This design comes from an exercise in tuning for small area, a short achievable clock period and few clock cycles per item on the open sky130 flow, not from production work.
Function was checked by simulation only, so behaviour that the tests miss may differ from the original.
No activity file was given, so power comes from the tool's default toggle rates.

$ cat flow/run.sh
#!/bin/bash
# synth_recipe.tcl (not shown) runs the flow's synth.tcl, then flattens the netlist and writes it again
# the make line also repeats each setting of config.mk as NAME=value (left out here)
make -C /OpenROAD-flow-scripts/flow DESIGN_CONFIG=/design/flow/config.mk WORK_HOME=/design/flow/orfs CLKGATE_MAP_FILE= SYNTH_SCRIPT=/design/flow/synth_recipe.tcl finish
$ cat flow/config.mk
export PLATFORM = sky130hd
export DESIGN_NAME = array_list_engine
export DESIGN_NICKNAME = array_list_engine
export VERILOG_FILES = /design/flow/design.v
export SDC_FILE = /design/flow/constraint.sdc
export NUM_CORES = 4
export LEC_CHECK = 0
export CAP_MARGIN = 20
export CORE_MARGIN = 2
export CORE_UTILIZATION = 40
export SLEW_MARGIN = 20
$ cat flow/constraint.sdc
create_clock -name core_clock -period 6.0 [get_ports {clock}]
set_input_delay 1.2000 -clock core_clock [delete_from_list [all_inputs] [get_ports {clock}]]
set_output_delay 1.2000 -clock core_clock [all_outputs]
set_load 0.01 [all_outputs]
$ cat flow/design.v
package ale_pkg;
   localparam int DEPTH_DEF = 64;
   localparam int ELEM_W = 32;
   localparam int IDX_W  = 7;
   localparam int CAP_W  = 7;
   localparam int OP_W   = 4;
   localparam int ST_W   = 2;
   localparam int REQ_TDATA_W = 40;
   localparam int REQ_TUSER_W = OP_W;
   localparam int RSP_TDATA_W = ELEM_W;
   localparam int RSP_TUSER_W = ST_W;
   localparam int CSR_TDATA_W = 8;
   localparam logic [CAP_W-1:0] CAP_RESET = 7'd64;
   typedef enum logic [OP_W-1:0] {
      REQ_APPEND  = 4'd0,
      REQ_INSERT  = 4'd1,
      REQ_DELETE  = 4'd2,
      REQ_SEARCH  = 4'd3,
      REQ_GET     = 4'd4,
      REQ_SET     = 4'd5,
      REQ_MAX     = 4'd6,
      REQ_MIN     = 4'd7,
      REQ_SUM     = 4'd8,
      REQ_AVERAGE = 4'd9
   } req_code_type;
   typedef enum logic [ST_W-1:0] {
      ST_OK       = 2'd0,
      ST_FULL     = 2'd1,
      ST_BADIDX   = 2'd2,
      ST_NOTFOUND = 2'd3
   } status_type;
   typedef enum logic [2:0] {
      S_IDLE,
      S_SCAN,
      S_TAIL,
      S_DIV,
      S_DONE
   } state_type;
endpackage
module ale_div #(
   parameter int STEPS = 8
) (
   input  logic [6:0]       den,
   input  logic [6:0]       rem_i,
   input  logic [STEPS-1:0] bits_i,
   output logic [6:0]       rem_o,
   output logic [STEPS-1:0] quo_o
);
   logic [6:0] r [STEPS+1];
   logic [7:0] t [STEPS];
   logic [7:0] d [STEPS];
   assign r[0] = rem_i;
   genvar s;
   generate
      for (s = 0; s < STEPS; s++) begin : g_step
         assign t[s] = {r[s], bits_i[STEPS-1-s]};
         assign d[s] = t[s] - {1'b0, den};
         assign quo_o[STEPS-1-s] = ~d[s][7];
         assign r[s+1] = d[s][7] ? t[s][6:0] : d[s][6:0];
      end
   endgenerate
   assign rem_o = r[STEPS];
endmodule
import ale_pkg::*;
module array_list_engine #(
   parameter int DEPTH = ale_pkg::DEPTH_DEF
) (
   input  logic                            clock,
   input  logic                            reset,
   input  logic                            req_tvalid,
   output logic                            req_tready,
   input  logic [ale_pkg::REQ_TDATA_W-1:0] req_tdata,
   input  logic [ale_pkg::REQ_TUSER_W-1:0] req_tuser,
   output logic                            rsp_tvalid,
   input  logic                            rsp_tready,
   output logic [ale_pkg::RSP_TDATA_W-1:0] rsp_tdata,
   output logic [ale_pkg::RSP_TUSER_W-1:0] rsp_tuser,
   input  logic                            csr_tvalid,
   output logic                            csr_tready,
   input  logic [ale_pkg::CSR_TDATA_W-1:0] csr_tdata
);
   localparam int AW        = 6;
   localparam int SUM_W     = 38;
   localparam int DIV_STEPS = 8;
   localparam int DIV_CYC   = 32 / DIV_STEPS;
   logic              s1_vld;
   logic [3:0]        s1_op;
   logic [6:0]        s1_idx;
   logic [31:0]       s1_elem;
   logic [6:0]        s1_cap;
   logic [6:0]        cap_ff;
   logic [31:0]       mem [DEPTH];
   logic [6:0]        n_ff;
   logic [SUM_W-1:0]  sum_ff;
   logic [31:0]       mx_ff, mn_ff;
   logic [6:0]        mxc_ff, mnc_ff;
   logic              mxv_ff, mnv_ff;
   logic              scan_ff;
   logic              div_ff;
   logic [AW-1:0]     ptr_ff;
   logic [1:0]        dcnt_ff;
   logic              dneg_ff;
   logic [6:0]        drem_ff;
   logic [31:0]       dq_ff;
   logic              rsp_vld_ff;
   logic [31:0]       rsp_data_ff;
   logic [1:0]        rsp_user_ff;
   logic        op_app, op_ins, op_del, op_srch, op_get, op_set, op_max, op_min, op_sum, op_avg;
   logic        n_zero, full, i_le_n, i_lt_n;
   logic        app_ok, ins_ok, del_ok, set_ok;
   logic [6:0]  n_c, i_c;
   assign n_c = n_ff;
   assign i_c = s1_idx;
   assign op_app  = s1_op == 4'd0;
   assign op_ins  = s1_op == 4'd1;
   assign op_del  = s1_op == 4'd2;
   assign op_srch = s1_op == 4'd3;
   assign op_get  = s1_op == 4'd4;
   assign op_set  = s1_op == 4'd5;
   assign op_max  = s1_op == 4'd6;
   assign op_min  = s1_op == 4'd7;
   assign op_sum  = s1_op == 4'd8;
   assign op_avg  = s1_op == 4'd9;
   assign n_zero = n_c == 7'd0;
   assign full   = n_c >= s1_cap;
   assign i_le_n = i_c <= n_c;
   assign i_lt_n = i_c < n_c;
   logic [AW-1:0] rd_addr;
   logic [31:0]   rd;
   logic          busy;
   logic          scan_op;
   assign busy    = scan_ff | div_ff;
   assign scan_op = s1_vld & ~busy & ~n_zero & ((op_max & ~mxv_ff) | (op_min & ~mnv_ff));
   assign rd_addr = scan_ff ? ptr_ff : ((op_max | op_min) ? '0 : s1_idx[AW-1:0]);
   assign rd      = mem[rd_addr];
   logic [DEPTH-1:0] hit, fh;
   logic [DEPTH:0]   seen;
   logic [AW-1:0]    hit_pos;
   logic             found;
   genvar j;
   generate
      for (j = 0; j < DEPTH; j++) begin : g_cmp
         assign hit[j] = (mem[j] == s1_elem) && (7'(j) < n_c);
      end
   endgenerate
   always_comb begin
      seen[0] = 1'b0;
      for (int k = 0; k < DEPTH; k++) begin
         seen[k+1] = seen[k] | hit[k];
         fh[k]     = hit[k] & ~seen[k];
      end
   end
   always_comb begin
      hit_pos = '0;
      for (int k = 0; k < DEPTH; k++) begin
         if (fh[k]) hit_pos = hit_pos | AW'(k);
      end
   end
   assign found = seen[DEPTH];
   logic [AW-1:0] cur_ptr;
   logic          scan_last;
   logic [31:0]   sc_mx, sc_mn;
   logic [6:0]    sc_mxc, sc_mnc;
   logic          rd_gt, rd_eq, rd_lt, rd_eqn;
   assign cur_ptr   = scan_ff ? ptr_ff : '0;
   assign scan_last = 7'(cur_ptr) == 7'(n_c - 7'd1);
   assign rd_gt     = $signed(rd) > $signed(mx_ff);
   assign rd_eq     = rd == mx_ff;
   assign rd_lt     = $signed(rd) < $signed(mn_ff);
   assign rd_eqn    = rd == mn_ff;
   always_comb begin
      if (!scan_ff || rd_gt) begin
         sc_mx  = rd;
         sc_mxc = 7'd1;
      end else begin
         sc_mx  = mx_ff;
         sc_mxc = rd_eq ? 7'(mxc_ff + 7'd1) : mxc_ff;
      end
      if (!scan_ff || rd_lt) begin
         sc_mn  = rd;
         sc_mnc = 7'd1;
      end else begin
         sc_mn  = mn_ff;
         sc_mnc = rd_eqn ? 7'(mnc_ff + 7'd1) : mnc_ff;
      end
   end
   logic [SUM_W-1:0]     sum_mag;
   logic [6:0]           dv_rem_i, dv_rem_o;
   logic [DIV_STEPS-1:0] dv_bits, dv_quo;
   logic [31:0]          dq_next;
   logic                 div_last;
   logic [31:0]          avg_val;
   assign sum_mag  = sum_ff[SUM_W-1] ? SUM_W'(-sum_ff) : sum_ff;
   assign dv_rem_i = div_ff ? drem_ff : {1'b0, sum_mag[37:32]};
   assign dv_bits  = div_ff ? dq_ff[31 -: DIV_STEPS] : sum_mag[31 -: DIV_STEPS];
   assign dq_next  = div_ff ? {dq_ff[31-DIV_STEPS:0], dv_quo} : {sum_mag[31-DIV_STEPS:0], dv_quo};
   assign div_last = div_ff && (dcnt_ff == 2'(DIV_CYC - 1));
   assign avg_val  = dneg_ff ? 32'(-dq_next) : dq_next;
   ale_div #(
      .STEPS (DIV_STEPS)
   ) u_div (
      .den   (n_c),
      .rem_i (dv_rem_i),
      .bits_i(dv_bits),
      .rem_o (dv_rem_o),
      .quo_o (dv_quo)
   );
   logic        rsp_ok;
   logic        done;
   logic        fire;
   logic        start_scan, start_div;
   logic [31:0] res_val;
   logic [1:0]  res_st;
   assign rsp_ok = !rsp_vld_ff || rsp_tready;
   always_comb begin
      start_scan = 1'b0;
      start_div  = 1'b0;
      done       = 1'b0;
      res_val    = '0;
      res_st     = 2'd0;
      if (scan_ff) begin
         done    = scan_last;
         res_val = op_max ? sc_mx : sc_mn;
      end else if (div_ff) begin
         done    = div_last;
         res_val = avg_val;
      end else if (s1_vld) begin
         done = 1'b1;
         case (s1_op)
            4'd0: begin
               if (full) res_st = 2'd1;
            end
            4'd1: begin
               if (!i_le_n) res_st = 2'd2;
               else if (full) res_st = 2'd1;
            end
            4'd2, 4'd4: begin
               if (!i_lt_n) res_st = 2'd2;
               else res_val = rd;
            end
            4'd3: begin
               if (found) res_val = 32'(hit_pos);
               else res_st = 2'd3;
            end
            4'd5: begin
               if (!i_lt_n) res_st = 2'd2;
            end
            4'd6, 4'd7: begin
               if (n_zero) begin
                  res_st = 2'd2;
               end else if (scan_op) begin
                  res_val    = op_max ? sc_mx : sc_mn;
                  done       = scan_last;
                  start_scan = !scan_last;
               end else begin
                  res_val = op_max ? mx_ff : mn_ff;
               end
            end
            4'd8: begin
               res_val = sum_ff[31:0];
            end
            4'd9: begin
               if (n_zero) begin
                  res_st = 2'd2;
               end else begin
                  done      = 1'b0;
                  start_div = 1'b1;
               end
            end
            default: begin
            end
         endcase
      end
   end
   assign fire = done && rsp_ok;
   logic ex1;
   assign ex1    = fire && !busy && s1_vld;
   assign app_ok = ex1 && op_app && !full;
   assign ins_ok = ex1 && op_ins && i_le_n && !full;
   assign del_ok = ex1 && op_del && i_lt_n;
   assign set_ok = ex1 && op_set && i_lt_n;
   logic srch_ok;
   assign srch_ok = ex1 && op_srch;
   logic [DEPTH-1:0] i_eq, i_gt, n_eq;
   generate
      for (j = 0; j < DEPTH; j++) begin : g_slot
         logic sel_n, sel_l, sel_r;
         logic [31:0] lv, rv;
         assign i_eq[j] = i_c == 7'(j);
         assign i_gt[j] = 7'(j) > i_c;
         assign n_eq[j] = n_c == 7'(j);
         assign sel_n = ((ins_ok || set_ok) && i_eq[j]) || (app_ok && n_eq[j]);
         if (j == 0) begin : g_first
            assign lv    = mem[0];
            assign sel_l = 1'b0;
         end else begin : g_mid
            assign lv    = mem[j-1];
            assign sel_l = (ins_ok && i_gt[j]) || (srch_ok && fh[j]);
         end
         if (j == DEPTH - 1) begin : g_last
            assign rv    = mem[j];
            assign sel_r = del_ok && (i_gt[j] || i_eq[j]);
         end else begin : g_rest
            assign rv    = mem[j+1];
            assign sel_r = (del_ok && (i_gt[j] || i_eq[j])) || (srch_ok && fh[j+1]);
         end
         always_ff @(posedge clock) begin
            if (sel_n) mem[j] <= s1_elem;
            else if (sel_l) mem[j] <= lv;
            else if (sel_r) mem[j] <= rv;
         end
      end
   endgenerate
   logic [SUM_W-1:0] sum_add, sum_sub;
   logic             add_x, rem_v;
   logic             x_gt, x_eq, x_lt, x_eqn, v_eq, v_eqn;
   logic             mxv_r, mnv_r;
   logic [6:0]       mxc_r, mnc_r;
   assign add_x   = app_ok || ins_ok || set_ok;
   assign rem_v   = del_ok || set_ok;
   assign sum_add = add_x ? {{(SUM_W-32){s1_elem[31]}}, s1_elem} : '0;
   assign sum_sub = rem_v ? {{(SUM_W-32){rd[31]}}, rd} : '0;
   assign x_gt  = $signed(s1_elem) > $signed(mx_ff);
   assign x_eq  = s1_elem == mx_ff;
   assign x_lt  = $signed(s1_elem) < $signed(mn_ff);
   assign x_eqn = s1_elem == mn_ff;
   assign v_eq  = rd == mx_ff;
   assign v_eqn = rd == mn_ff;
   always_comb begin
      mxc_r = mxc_ff;
      mxv_r = mxv_ff;
      if (rem_v && mxv_ff && v_eq) begin
         mxc_r = 7'(mxc_ff - 7'd1);
         if (mxc_ff == 7'd1) mxv_r = 1'b0;
      end
      mnc_r = mnc_ff;
      mnv_r = mnv_ff;
      if (rem_v && mnv_ff && v_eqn) begin
         mnc_r = 7'(mnc_ff - 7'd1);
         if (mnc_ff == 7'd1) mnv_r = 1'b0;
      end
   end
   always_ff @(posedge clock) begin
      if (reset) begin
         s1_vld     <= 1'b0;
         cap_ff     <= 7'd64;
         n_ff       <= '0;
         sum_ff     <= '0;
         mxv_ff     <= 1'b0;
         mnv_ff     <= 1'b0;
         scan_ff    <= 1'b0;
         div_ff     <= 1'b0;
         rsp_vld_ff <= 1'b0;
      end else begin
         if (csr_tvalid) cap_ff <= csr_tdata[6:0];
         if (req_tvalid && req_tready) s1_vld <= 1'b1;
         else if (fire) s1_vld <= 1'b0;
         if (app_ok || ins_ok) n_ff <= 7'(n_ff + 7'd1);
         else if (del_ok) n_ff <= 7'(n_ff - 7'd1);
         sum_ff <= SUM_W'(sum_ff + sum_add - sum_sub);
         if ((app_ok || ins_ok) && n_zero) begin
            mxv_ff <= 1'b1;
         end else if (add_x && (x_gt || (x_eq && !mxv_r))) begin
            mxv_ff <= 1'b1;
         end else if (scan_op || scan_ff) begin
            if (fire) mxv_ff <= 1'b1;
         end else begin
            mxv_ff <= mxv_r;
         end
         if ((app_ok || ins_ok) && n_zero) begin
            mnv_ff <= 1'b1;
         end else if (add_x && (x_lt || (x_eqn && !mnv_r))) begin
            mnv_ff <= 1'b1;
         end else if (scan_op || scan_ff) begin
            if (fire) mnv_ff <= 1'b1;
         end else begin
            mnv_ff <= mnv_r;
         end
         if (start_scan) scan_ff <= 1'b1;
         else if (fire) scan_ff <= 1'b0;
         if (start_div) div_ff <= 1'b1;
         else if (fire) div_ff <= 1'b0;
         if (rsp_tready) rsp_vld_ff <= 1'b0;
         if (fire) rsp_vld_ff <= 1'b1;
      end
   end
   always_ff @(posedge clock) begin
      if (req_tvalid && req_tready) begin
         s1_op   <= req_tuser;
         s1_idx  <= req_tdata[6:0];
         s1_elem <= req_tdata[38:7];
         s1_cap  <= (cap_ff == 7'd0) ? 7'd1 : ((cap_ff > 7'd64) ? 7'd64 : cap_ff);
      end
      if ((app_ok || ins_ok) && n_zero) begin
         mx_ff  <= s1_elem;
         mxc_ff <= 7'd1;
         mn_ff  <= s1_elem;
         mnc_ff <= 7'd1;
      end else if (scan_op || scan_ff) begin
         if (!scan_last || fire) begin
         mx_ff  <= sc_mx;
         mxc_ff <= sc_mxc;
         mn_ff  <= sc_mn;
         mnc_ff <= sc_mnc;
         end
      end else begin
         if (add_x && (x_gt || (x_eq && !mxv_r))) begin
            mx_ff  <= s1_elem;
            mxc_ff <= 7'd1;
         end else if (add_x && x_eq) begin
            mxc_ff <= 7'(mxc_r + 7'd1);
         end else begin
            mxc_ff <= mxc_r;
         end
         if (add_x && (x_lt || (x_eqn && !mnv_r))) begin
            mn_ff  <= s1_elem;
            mnc_ff <= 7'd1;
         end else if (add_x && x_eqn) begin
            mnc_ff <= 7'(mnc_r + 7'd1);
         end else begin
            mnc_ff <= mnc_r;
         end
      end
      if (start_scan) ptr_ff <= 6'd1;
      else if (scan_ff && !scan_last) ptr_ff <= AW'(ptr_ff + 1'b1);
      if (start_div) begin
         dneg_ff <= sum_ff[SUM_W-1];
         dcnt_ff <= 2'd1;
      end else if (div_ff && !div_last) begin
         dcnt_ff <= 2'(dcnt_ff + 2'd1);
      end
      if (start_div || (div_ff && !div_last)) begin
         drem_ff <= dv_rem_o;
         dq_ff   <= dq_next;
      end
      if (fire) begin
         rsp_data_ff <= res_val;
         rsp_user_ff <= res_st;
      end
   end
   assign req_tready = !s1_vld || fire;
   assign rsp_tvalid = rsp_vld_ff;
   assign rsp_tdata  = rsp_data_ff;
   assign rsp_tuser  = rsp_user_ff;
   assign csr_tready = 1'b1;
endmodule
==> impl_metrics.yaml <==
clocking:
  clock_path_buffers: 4
  root_buffer: "clkbuf_16"
  clock-sinks: 2316
  cts_max_level: 5
  cts_inserted_buffers: 300
global_route:
  grt_usage: 0.862
  grt_pass1_wl_um: 2490000
  grt_max_degree: 98
  grt_overflow: 6040
  grt_pass1_vias: 220312
yosys:
  avgSynthCellArea_um2: 9.44
  synth_top_cell_by_area: "edfxtp_1"
  ys_ff_latch: 2316
  synth_edf_count: 2236
  synth_fp_nets: 18099
  netlist_top_cells_area: "edfxtp_1 40%, mux2i_1 12%, xor2_1 6.0%"
  synth_warnings: 6
  synth-seq-area-share: 0.410
  synth-main-ff-cell: "edfxtp_1"
  synthCells: 17743
  synthArstFlopShare: 0
  synth_top_area_share: 0.401
  syn_area_um2: 168000
  ys_types: 107
place:
  place_congestion: 1.60
  hpwl_um: 1340000
  port_buffers: 90
  numPlacedInstances: 27767
  placed_cell_area_um2: 226000
  post-place-ws_ns: -12.87
die:
  num_rows: 237
  start_util: 0.402
  io_pins: 94
  chipHeight_um: 651
  die_w_um: 651
status:
  firstError: "[ERROR GRT-0116] Global routing finished with congestion. Check the congestion regions in the DRC Viewer."
  stop_stage: "global routing"
  status: "did not finish"
per-stage QoR:
stage	util	hold slack [ns]
global placement	0.542	0.470
CTS	0.573	0.489
floorplan	-	0.406
detailed placement	0.542	0.478
how the worst min path moves through the flow:
stage / endpoint / start / cells after the start
CTS: dcnt_ff[1]$_SDFFE_PP0P_ / dcnt_ff[1]$_SDFFE_PP0P_ / 2
detailed placement: dcnt_ff[1]$_SDFFE_PP0P_ / dcnt_ff[1]$_SDFFE_PP0P_ / 2
global placement: dcnt_ff[1]$_SDFFE_PP0P_ / dcnt_ff[1]$_SDFFE_PP0P_ / 2
floorplan: dneg_ff$_DFFE_PP_ / sum_ff[37]$_SDFF_PP0_ / 0
power by group through the flow:
| stage | Sequential [mW] | Combinational (mW) | Clock (mW) |
|---|---|---|---|
| after floorplan | 19.4 | 68.4 | 0 |
| after global placement | 19.1 | 112 | 0 |
| after detailed placement | 19.1 | 113 | 0 |
| after CTS | 19.0 | 164 | 18.5 |
what timing repair did:
item                       in CTS
setup buffers                 160
cloned                          4
setup endpoints to repair    2665
gates resized for setup       432
pin swaps                     188
hold buffers                    0
cell usage after synthesis (171+ instances only):
master,instances
inv_1,315
xnor2_1,1066
nor3_1,171
mux2i_1,1981
nand3_1,210
buf_2,185
o21ai_0,1091
nor4_1,391
nand4_1,492
edfxtp_1,2236
nand2_1,1463
nor2_1,1701
xor2_1,1140
a21oi_1,1490
ha_1,254
clkbuf_1,1195
a22oi_1,968
routing by layer:
metal,GRT overflow,track usage
met5,54,0.587
met1,467,0.886
met3,513,0.777
met2,3333,0.961
met4,1673,0.786
cell families after synthesis:
logic type / Yosys count / synth area share
and+or+nand+nor: 4805 / 0.131
AOI/OAI and AO/OA: 4183 / 0.150
DFF: 2316 / 0.410
xor gates and xnor gates: 2208 / 0.116
muxes: 2075 / 0.125
buffers and inverters: 1856 / 0.0434
adders and majority gates: 299 / 0.0243
other: 1 / 0.0000224
Testbench counts, summed over its fixed seeds: cycles 21,742, requests 16,000.
